Source: an optimization exercise on an open RTL-to-GDS flow (aim: small area, a short achievable clock period and few clock cycles per item). Production flows keep margins and buffers that such runs may drop. Where RTL was checked, it was by simulation tests only, not by an equivalence proof against the original. Power and IR drop assume default switching activity.

==> flow/design.v <==
package muldiv_pkg;
  typedef enum logic [2:0] {
    MD_MUL    = 3'b000,
    MD_MULH   = 3'b001,
    MD_MULHSU = 3'b010,
    MD_MULHU  = 3'b011,
    MD_DIV    = 3'b100,
    MD_DIVU   = 3'b101,
    MD_REM    = 3'b110,
    MD_REMU   = 3'b111
  } md_func_t;
  typedef enum logic [2:0] {
    ST_IDLE = 3'd0,
    ST_MUL  = 3'd1,
    ST_DIV  = 3'd2,
    ST_FIX  = 3'd3,
    ST_DONE = 3'd4
  } md_state_t;
  function automatic logic is_div(input md_func_t f);
    is_div = (f == muldiv_pkg::MD_DIV) || (f == muldiv_pkg::MD_DIVU) || (f == muldiv_pkg::MD_REM) || (f == muldiv_pkg::MD_REMU);
  endfunction
endpackage
module div_iter #(
  parameter int DWIDTH = 32
) (
  input  logic              clock,
  input  logic              reset,
  input  logic              load,
  input  logic [DWIDTH-1:0] dividend,
  input  logic [DWIDTH-1:0] divisor,
  output logic [DWIDTH-1:0] quotient,
  output logic [DWIDTH-1:0] remainder,
  output logic              last
);
  localparam int CW = $clog2(DWIDTH + 1);
  logic [DWIDTH-1:0] r_rem;
  logic [DWIDTH-1:0] r_quo;
  logic [DWIDTH-1:0] r_dvs;
  logic [CW-1:0]     r_cnt;
  logic [DWIDTH:0]   w_shift;
  logic [DWIDTH:0]   w_trial;
  assign w_shift = {r_rem, r_quo[DWIDTH-1]};
  assign w_trial = w_shift - {1'b0, r_dvs};
  always_ff @(posedge clock) begin
    if (reset) begin
      r_rem <= '0;
      r_quo <= '0;
      r_dvs <= '0;
      r_cnt <= '0;
    end else if (load) begin
      r_rem <= '0;
      r_quo <= dividend;
      r_dvs <= divisor;
      r_cnt <= CW'(DWIDTH);
    end else if (r_cnt != '0) begin
      if (!w_trial[DWIDTH]) begin
        r_rem <= w_trial[DWIDTH-1:0];
        r_quo <= {r_quo[DWIDTH-2:0], 1'b1};
      end else begin
        r_rem <= w_shift[DWIDTH-1:0];
        r_quo <= {r_quo[DWIDTH-2:0], 1'b0};
      end
      r_cnt <= r_cnt - CW'(1);
    end
  end
  assign quotient  = r_quo;
  assign remainder = r_rem;
  assign last      = (r_cnt == CW'(1));
endmodule
module muldiv_seq #(
  parameter int DWIDTH    = 32,
  parameter int FRAC_BITS = 29
) (
  input  logic              clock,
  input  logic              reset,
  input  logic              start,
  input  logic              kill,
  input  logic [2:0]        MDFunc,
  input  logic [DWIDTH-1:0] A,
  input  logic [DWIDTH-1:0] B,
  output logic [DWIDTH-1:0] MDOut,
  output logic              busy,
  output logic              done
);
  localparam int W = 50;   
  logic [31:0]  r_a;       
  logic [3:0]   r_ax;      
  logic [31:0]  r_b;       
  logic [2:0]   r_bx;      
  logic [2:0]   r_f;
  logic [2:0]   r_ff;      
  logic [23:0]  r_plo;     
  logic [W-1:0] r_s;       
  logic [W-1:0] r_c;       
  logic         r_cy;      
  logic         r_first;   
  logic [5:0]   r_one, r_two, r_neg;   
  logic [31:0]  r_out;
  logic         r_busy, r_done;
  logic         st_m, st_fin, st_dx, st_di, st_dc;
  logic [4:0]   r_cnt;
  logic [5:0]   r_ca, r_cb;   
  logic         r_fa, r_fb;   
  logic         r_na, r_nb;   
  wire rk  = reset | kill;
  wire acc = start & ~r_busy & ~rk;
  wire        sgn_a = ~(r_f[1] & r_f[0]);
  wire        sgn_b = ~r_f[1];
  wire [34:0] ax    = {{3{sgn_a & r_a[31]}}, r_a};
  wire [34:0] ax2   = {ax[33:0], 1'b0};
  logic [W-1:0] pp [6];
  always_comb begin
    for (int t = 0; t < 6; t++) begin
      logic [34:0] m;
      m     = (({35{r_one[t]}} & ax) | ({35{r_two[t]}} & ax2)) ^ {35{r_neg[t]}};
      pp[t] = {{(W-35){m[34]}}, m} << (2*t);
    end
  end
  wire bfill = sgn_b & r_b[31];
  logic [W-1:0] kconst;
  always_comb begin
    kconst = '0;
    kconst[10] = r_b[11];
    kconst[22] = r_b[23];
    kconst[34] = bfill;
  end
  logic [W-1:0] xr [6];
  always_comb begin
    xr[0] = pp[0];
    for (int t = 1; t < 6; t++) xr[t] = pp[t] | ({{(W-1){1'b0}}, r_neg[t-1]} << (2*t-2));
  end
  wire [W-1:0] xs = r_first ? kconst : {{12{r_s[W-1]}}, r_s[W-1:12]};
  wire [W-1:0] xc = r_first ? '0     : {{12{r_c[W-1]}}, r_c[W-1:12]};
  function automatic logic [2*W-1:0] csa(input logic [W-1:0] a, input logic [W-1:0] b,
                                         input logic [W-1:0] c);
    csa = {a ^ b ^ c, (a & b) | (a & c) | (b & c)};
  endfunction
  logic [W-1:0] l1s0, l1c0, l1s1, l1c1, l2s0, l2c0, l2s1, l2c1, l3s, l3c, ts, tc;
  always_comb begin
    logic [2*W-1:0] r;
    r = csa(xr[0], xr[1], xr[2]); l1s0 = r[2*W-1:W]; l1c0 = {r[W-2:0], 1'b0};
    r = csa(xr[3], xr[4], xr[5]); l1s1 = r[2*W-1:W]; l1c1 = {r[W-2:0], 1'b0};
    r = csa(l1s0, l1c0, l1s1);    l2s0 = r[2*W-1:W]; l2c0 = {r[W-2:0], 1'b0};
    r = csa(l1c1, xs, xc);        l2s1 = r[2*W-1:W]; l2c1 = {r[W-2:0], 1'b0};
    r = csa(l2s0, l2c0, l2s1);    l3s  = r[2*W-1:W]; l3c  = {r[W-2:0], 1'b0};
    r = csa(l3s, l3c, l2c1);      ts   = r[2*W-1:W]; tc   = {r[W-2:0], 1'b0};
  end
  wire [12:0] chunk = r_first ? 13'd0 : ({1'b0, r_s[11:0]} + {1'b0, r_c[11:1], r_cy});
  wire [39:0] fin   = r_s[39:0] + {r_c[39:1], r_cy};
  wire        m_last    = st_m & (r_cnt == 5'd2);
  wire        m_prelast = st_m & (r_cnt == 5'd1);
  logic [31:0] mres;
  always_comb begin
    case (r_ff[1:0])
      2'd0:    mres = {fin[7:0], r_plo};
      2'd1:    mres = fin[FRAC_BITS-24 +: 32];
      default: mres = fin[39:8];
    endcase
  end
  wire [12:0] nbits = r_busy ? {r_b[23:12], r_b[11]} : {B[11:0], 1'b0};
  logic [5:0] e_one, e_two, e_neg;
  always_comb begin
    for (int t = 0; t < 6; t++) begin
      logic b2, b1, b0;
      b2 = nbits[2*t+2];
      b1 = nbits[2*t+1];
      b0 = nbits[2*t];
      e_one[t] = b1 ^ b0;
      e_two[t] = (b2 & ~b1 & ~b0) | (~b2 & b1 & b0);
      e_neg[t] = b2;
    end
  end
  function automatic logic [2:0] lz8(input logic [7:0] x);
    casez (x)
      8'b1???????: lz8 = 3'd0;
      8'b01??????: lz8 = 3'd1;
      8'b001?????: lz8 = 3'd2;
      8'b0001????: lz8 = 3'd3;
      8'b00001???: lz8 = 3'd4;
      8'b000001??: lz8 = 3'd5;
      8'b0000001?: lz8 = 3'd6;
      default:     lz8 = 3'd7;
    endcase
  endfunction
  function automatic logic [5:0] clz32(input logic [31:0] x);
    logic z3, z2, z1, z0;
    z3 = (x[31:24] == 8'd0);
    z2 = (x[23:16] == 8'd0);
    z1 = (x[15:8]  == 8'd0);
    z0 = (x[7:0]   == 8'd0);
    if (!z3)      clz32 = {3'b000, lz8(x[31:24])};
    else if (!z2) clz32 = {3'b001, lz8(x[23:16])};
    else if (!z1) clz32 = {3'b010, lz8(x[15:8])};
    else if (!z0) clz32 = {3'b011, lz8(x[7:0])};
    else          clz32 = 6'd32;
  endfunction
  function automatic logic ones_tail(input logic [31:0] x);
    ones_tail = &(x[31:1] | ~x[30:0]);
  endfunction
  wire in_sa = ~MDFunc[0] & A[31];
  wire in_sb = ~MDFunc[0] & B[31];
  wire [6:0]  sd      = {1'b0, r_cb} - {1'b0, r_ca} - {6'd0, r_fb} + {6'd0, r_fa};
  wire        dz      = r_cb[5] & ~r_nb;
  wire        dx_skip = st_dx & (sd[6] | dz);
  wire [31:0] ua      = r_na ? -r_a : r_a;
  wire [34:0] bx      = {{3{r_nb}}, r_b};
  wire [34:0] pbx     = (bx ^ {35{r_nb}}) + {34'd0, r_nb};        
  wire [34:0] dalign  = {pbx[33:0], 1'b0} << {sd[4:1], 1'b0};     
  wire [35:0] rem = {r_ax, r_a};
  wire        s0  = r_ax[3];
  wire [35:0] d0  = {1'b0, r_bx, r_b};
  wire [35:0] d1  = {2'b00, r_bx, r_b[31:1]};
  wire [35:0] g0  = d0 ^ {36{~s0}};           
  wire [35:0] tX  = rem + g0 + {35'd0, ~s0};
  wire [35:0] ua0 = rem ^ g0 ^ ~d1;
  wire [35:0] va0 = {((rem & g0) | (rem & ~d1) | (g0 & ~d1)), ~s0};
  wire [35:0] tYa = ua0 + va0 + 36'd1;        
  wire [35:0] ub0 = rem ^ g0 ^ d1;
  wire [35:0] vb0 = {((rem & g0) | (rem & d1) | (g0 & d1)), ~s0};
  wire [35:0] tYb = ub0 + vb0;                
  wire        q1  = ~tX[35];
  wire [35:0] tY  = q1 ? tYa : tYb;
  wire        q2  = ~tY[35];
  wire        di_last = st_di & (r_cnt == 5'd0);
  wire        isrem = r_ff[1];
  wire [31:0] dsel  = isrem ? r_a : r_c[31:0];
  wire        dng   = isrem ? r_na : (r_na ^ r_nb);
  wire [31:0] dneg  = (dsel ^ {32{dng}}) + {31'd0, dng};
  wire [31:0] dres  = (dz & ~isrem) ? 32'hFFFF_FFFF : dneg;
  wire dc_next  = di_last & r_f[1] & tY[35];    
  wire fin_next = m_last | dx_skip | (di_last & ~dc_next) | st_dc;
  wire m_next   = (acc & ~MDFunc[2]) | (st_m & ~m_last);
  wire dx_next  = acc & MDFunc[2];
  wire di_next  = (st_dx & ~dx_skip) | (st_di & ~di_last);
  always_ff @(posedge clock) begin
    if (rk) begin
      st_m   <= 1'b0;
      st_dx  <= 1'b0;
      st_di  <= 1'b0;
      st_dc  <= 1'b0;
      st_fin <= 1'b0;
      r_busy <= 1'b0;
      r_done <= 1'b0;
    end else begin
      st_m   <= m_next;
      st_dx  <= dx_next;
      st_di  <= di_next;
      st_dc  <= dc_next;
      st_fin <= fin_next;
      r_busy <= (m_next & ~m_prelast) | dx_next | di_next | dc_next;
      r_done <= st_fin;
    end
  end
  always_ff @(posedge clock) begin
    if (!r_busy) begin
      r_a  <= A;
      r_b  <= B;
      r_f  <= MDFunc;
      r_ca <= in_sa ? clz32(~A) : clz32(A);
      r_cb <= in_sb ? clz32(~B) : clz32(B);
      r_fa <= in_sa & ones_tail(A);
      r_fb <= in_sb & ones_tail(B);
      r_na <= in_sa;
      r_nb <= in_sb;
    end else if (st_m) begin
      r_b <= {{12{bfill}}, r_b[31:12]};
    end else if (st_dx) begin
      r_a  <= ua;
      r_ax <= 4'd0;
      {r_bx, r_b} <= dalign;
    end else if (st_di) begin
      {r_ax, r_a} <= tY;
      {r_bx, r_b} <= di_last ? {1'b0, r_bx, r_b[31:1]} : {2'b00, r_bx, r_b[31:2]};
    end else if (st_dc) begin
      {r_ax, r_a} <= tX;                       
    end
    r_first <= ~r_busy;
    r_one   <= e_one;
    r_two   <= e_two;
    r_neg   <= e_neg;
    r_s <= ts;
    if (st_di)      r_c <= {r_c[W-3:0], q1, q2};
    else if (st_dx) r_c <= '0;
    else            r_c <= tc;
    if (st_m) begin
      r_cy  <= chunk[12];
      r_plo <= {chunk[11:0], r_plo[23:12]};
    end
    if (fin_next) r_ff <= r_f;
    if (!r_busy)     r_cnt <= 5'd0;
    else if (st_m)   r_cnt <= r_cnt + 5'd1;
    else if (st_dx)  r_cnt <= {1'b0, sd[4:1]};
    else if (st_di)  r_cnt <= r_cnt - 5'd1;
    r_out <= r_ff[2] ? dres : mres;
  end
  assign MDOut = r_out;
  assign busy  = r_busy;
  assign done  = r_done;
endmodule
export LEC_CHECK = 0
export ABC_AREA = 1
export CAP_MARGIN = 20
export CORE_MARGIN = 2
export CORE_UTILIZATION = 40
export PLACE_DENSITY = 0.6
export SLEW_MARGIN = 20
create_clock -name core_clock -period 10.0 [get_ports {clock}]
standard.sh (not shown) runs the stock make flow with config.mk's settings and CLKGATE_MAP_FILE= SYNTH_SCRIPT=/design/flow/synth_recipe.tcl, a recipe that flattens the netlist after the stock synthesis.
==> flow/flow/run.sh <==
#!/bin/bash
# Standard ORFS layout, with timing repair aimed at a tighter target than the
# 10 ns constraint (the constraint itself is unchanged) and strong port buffers.
set -euo pipefail
bash standard.sh finish \
  "SETUP_SLACK_MARGIN=6.5" \
  "TNS_END_PERCENT=5" \
  "BUFFER_PORTS_ARGS=-buffer_cell sky130_fd_sc_hd__buf_4" \
  > standard_flow.log 2>&1
The first run completed with no timing, DRC or antenna violations.
Testbench counts at the start, summed over its fixed seeds: cycles 11,851, ops 3,200.
Change:
--- a/flow/design.v
+++ b/flow/design.v
@@ -85,9 +85,11 @@
   localparam int W = 50;   
   logic [31:0]  r_a;       
   logic [3:0]   r_ax;      
+  logic         r_ns0;     
   logic [31:0]  r_b;       
   logic [2:0]   r_bx;      
   logic [2:0]   r_f;
+  logic         r_asg;     
   logic [2:0]   r_ff;      
   logic [23:0]  r_plo;     
   logic [W-1:0] r_s;       
@@ -97,16 +99,16 @@
   logic [5:0]   r_one, r_two, r_neg;   
   logic [31:0]  r_out;
   logic         r_busy, r_done;
+  logic         r_free;    
   logic         st_m, st_fin, st_dx, st_di, st_dc;
   logic [4:0]   r_cnt;
   logic [5:0]   r_ca, r_cb;   
   logic         r_fa, r_fb;   
   logic         r_na, r_nb;   
   wire rk  = reset | kill;
-  wire acc = start & ~r_busy & ~rk;
-  wire        sgn_a = ~(r_f[1] & r_f[0]);
+  wire acc = start & r_free & ~rk;
   wire        sgn_b = ~r_f[1];
-  wire [34:0] ax    = {{3{sgn_a & r_a[31]}}, r_a};
+  wire [34:0] ax    = {{3{r_asg}}, r_a};
   wire [34:0] ax2   = {ax[33:0], 1'b0};
   logic [W-1:0] pp [6];
   always_comb begin
@@ -157,7 +159,7 @@
       default: mres = fin[39:8];
     endcase
   end
-  wire [12:0] nbits = r_busy ? {r_b[23:12], r_b[11]} : {B[11:0], 1'b0};
+  wire [12:0] nbits = r_free ? {B[11:0], 1'b0} : {r_b[23:12], r_b[11]};
   logic [5:0] e_one, e_two, e_neg;
   always_comb begin
     for (int t = 0; t < 6; t++) begin
@@ -207,16 +209,16 @@
   wire [34:0] pbx     = (bx ^ {35{r_nb}}) + {34'd0, r_nb};        
   wire [34:0] dalign  = {pbx[33:0], 1'b0} << {sd[4:1], 1'b0};     
   wire [35:0] rem = {r_ax, r_a};
-  wire        s0  = r_ax[3];
+  wire        ns0 = r_ns0;                    
   wire [35:0] d0  = {1'b0, r_bx, r_b};
   wire [35:0] d1  = {2'b00, r_bx, r_b[31:1]};
-  wire [35:0] g0  = d0 ^ {36{~s0}};           
-  wire [35:0] tX  = rem + g0 + {35'd0, ~s0};
+  wire [35:0] g0  = d0 ^ {36{ns0}};           
+  wire [35:0] tX  = rem + g0 + {35'd0, ns0};
   wire [35:0] ua0 = rem ^ g0 ^ ~d1;
-  wire [35:0] va0 = {((rem & g0) | (rem & ~d1) | (g0 & ~d1)), ~s0};
+  wire [35:0] va0 = {((rem & g0) | (rem & ~d1) | (g0 & ~d1)), ns0};
   wire [35:0] tYa = ua0 + va0 + 36'd1;        
   wire [35:0] ub0 = rem ^ g0 ^ d1;
-  wire [35:0] vb0 = {((rem & g0) | (rem & d1) | (g0 & d1)), ~s0};
+  wire [35:0] vb0 = {((rem & g0) | (rem & d1) | (g0 & d1)), ns0};
   wire [35:0] tYb = ub0 + vb0;                
   wire        q1  = ~tX[35];
   wire [35:0] tY  = q1 ? tYa : tYb;
@@ -227,7 +229,7 @@
   wire        dng   = isrem ? r_na : (r_na ^ r_nb);
   wire [31:0] dneg  = (dsel ^ {32{dng}}) + {31'd0, dng};
   wire [31:0] dres  = (dz & ~isrem) ? 32'hFFFF_FFFF : dneg;
-  wire dc_next  = di_last & r_f[1] & tY[35];    
+  wire dc_next  = di_last & r_f[1];             
   wire fin_next = m_last | dx_skip | (di_last & ~dc_next) | st_dc;
   wire m_next   = (acc & ~MDFunc[2]) | (st_m & ~m_last);
   wire dx_next  = acc & MDFunc[2];
@@ -240,6 +242,7 @@
       st_dc  <= 1'b0;
       st_fin <= 1'b0;
       r_busy <= 1'b0;
+      r_free <= 1'b1;
       r_done <= 1'b0;
     end else begin
       st_m   <= m_next;
@@ -248,14 +251,16 @@
       st_dc  <= dc_next;
       st_fin <= fin_next;
       r_busy <= (m_next & ~m_prelast) | dx_next | di_next | dc_next;
+      r_free <= ~((m_next & ~m_prelast) | dx_next | di_next | dc_next);
       r_done <= st_fin;
     end
   end
   always_ff @(posedge clock) begin
-    if (!r_busy) begin
+    if (r_free) begin
       r_a  <= A;
       r_b  <= B;
       r_f  <= MDFunc;
+      r_asg <= ~(MDFunc[1] & MDFunc[0]) & A[31];
       r_ca <= in_sa ? clz32(~A) : clz32(A);
       r_cb <= in_sb ? clz32(~B) : clz32(B);
       r_fa <= in_sa & ones_tail(A);
@@ -270,11 +275,15 @@
       {r_bx, r_b} <= dalign;
     end else if (st_di) begin
       {r_ax, r_a} <= tY;
-      {r_bx, r_b} <= di_last ? {1'b0, r_bx, r_b[31:1]} : {2'b00, r_bx, r_b[31:2]};
+      if (!di_last) {r_bx, r_b} <= {2'b00, r_bx, r_b[31:2]};
     end else if (st_dc) begin
-      {r_ax, r_a} <= tX;                       
+      if (!ns0) {r_ax, r_a} <= tYa;              
     end
-    r_first <= ~r_busy;
+    if (st_di)                r_ns0 <= ~tY[35];
+    else if (st_dc && !ns0)   r_ns0 <= ~tYa[35];
+    else if (st_dx)           r_ns0 <= 1'b1;
+    else                      r_ns0 <= ~r_ax[3];
+    r_first <= r_free;
     r_one   <= e_one;
     r_two   <= e_two;
     r_neg   <= e_neg;
@@ -282,15 +291,13 @@
     if (st_di)      r_c <= {r_c[W-3:0], q1, q2};
     else if (st_dx) r_c <= '0;
     else            r_c <= tc;
-    if (st_m) begin
-      r_cy  <= chunk[12];
-      r_plo <= {chunk[11:0], r_plo[23:12]};
-    end
-    if (fin_next) r_ff <= r_f;
-    if (!r_busy)     r_cnt <= 5'd0;
+    r_cy  <= chunk[12];
+    r_plo <= {chunk[11:0], r_plo[23:12]};
+    r_ff <= r_f;
+    if (r_free)      r_cnt <= 5'd0;
     else if (st_m)   r_cnt <= r_cnt + 5'd1;
     else if (st_dx)  r_cnt <= {1'b0, sd[4:1]};
-    else if (st_di)  r_cnt <= r_cnt - 5'd1;
+    else             r_cnt <= r_cnt - 5'd1;
     r_out <= r_ff[2] ? dres : mres;
   end
   assign MDOut = r_out;
Effect:
- final cell count decreases by 6.8%
- total power came out higher by 7.3%
- hold slack degrades by 89 ps
- non-clock buffer count rises by 82
- cell area shrinks by 2.8%
- clock-buffer cell count goes down by 3
- setup slack is better by 69 ps
- sequential power fell by about 3%
- combinational power is higher by about 10%
- flip-flop and latch count goes up by 3
The RTL of the second run of this note was laid out without a check of its function.

[afterwards: timing with drivers on the ports]
In the flow no input, the clock included, has a driving cell. The finished layouts below were timed again as built, in two steps.
Step 1 sets driving cells, clkbuf_16 on the clock port and buf_2 on the other inputs (assumed; they add their load-dependent delay and slew).
Step 2, shift: input delay + t, output delay - t, t = (earliest + latest rising clock arrival at the registers) / 2. This alone moves slack from input paths to output paths.
Slacks: no drivers / after step 1 / after step 2; pairs: no drivers / after step 1.
| run | t, ns | setup WS [ns] | worst setup path after step 2 | worst slew at a driven data input, ns |
|---|---|---|---|---|
| the first run | 0.692 | 6.310 / 6.310 / 5.751 | input to register | 0.12 |
| the second run | 0.689 | 6.379 / 6.379 / 6.153 | input to register | 0.04 |
After both steps setup and hold are still met in every run listed. For the first run, which loses most, drivers alone change the setup slack by 0.000 ns; drivers and shift together by -0.559 ns.
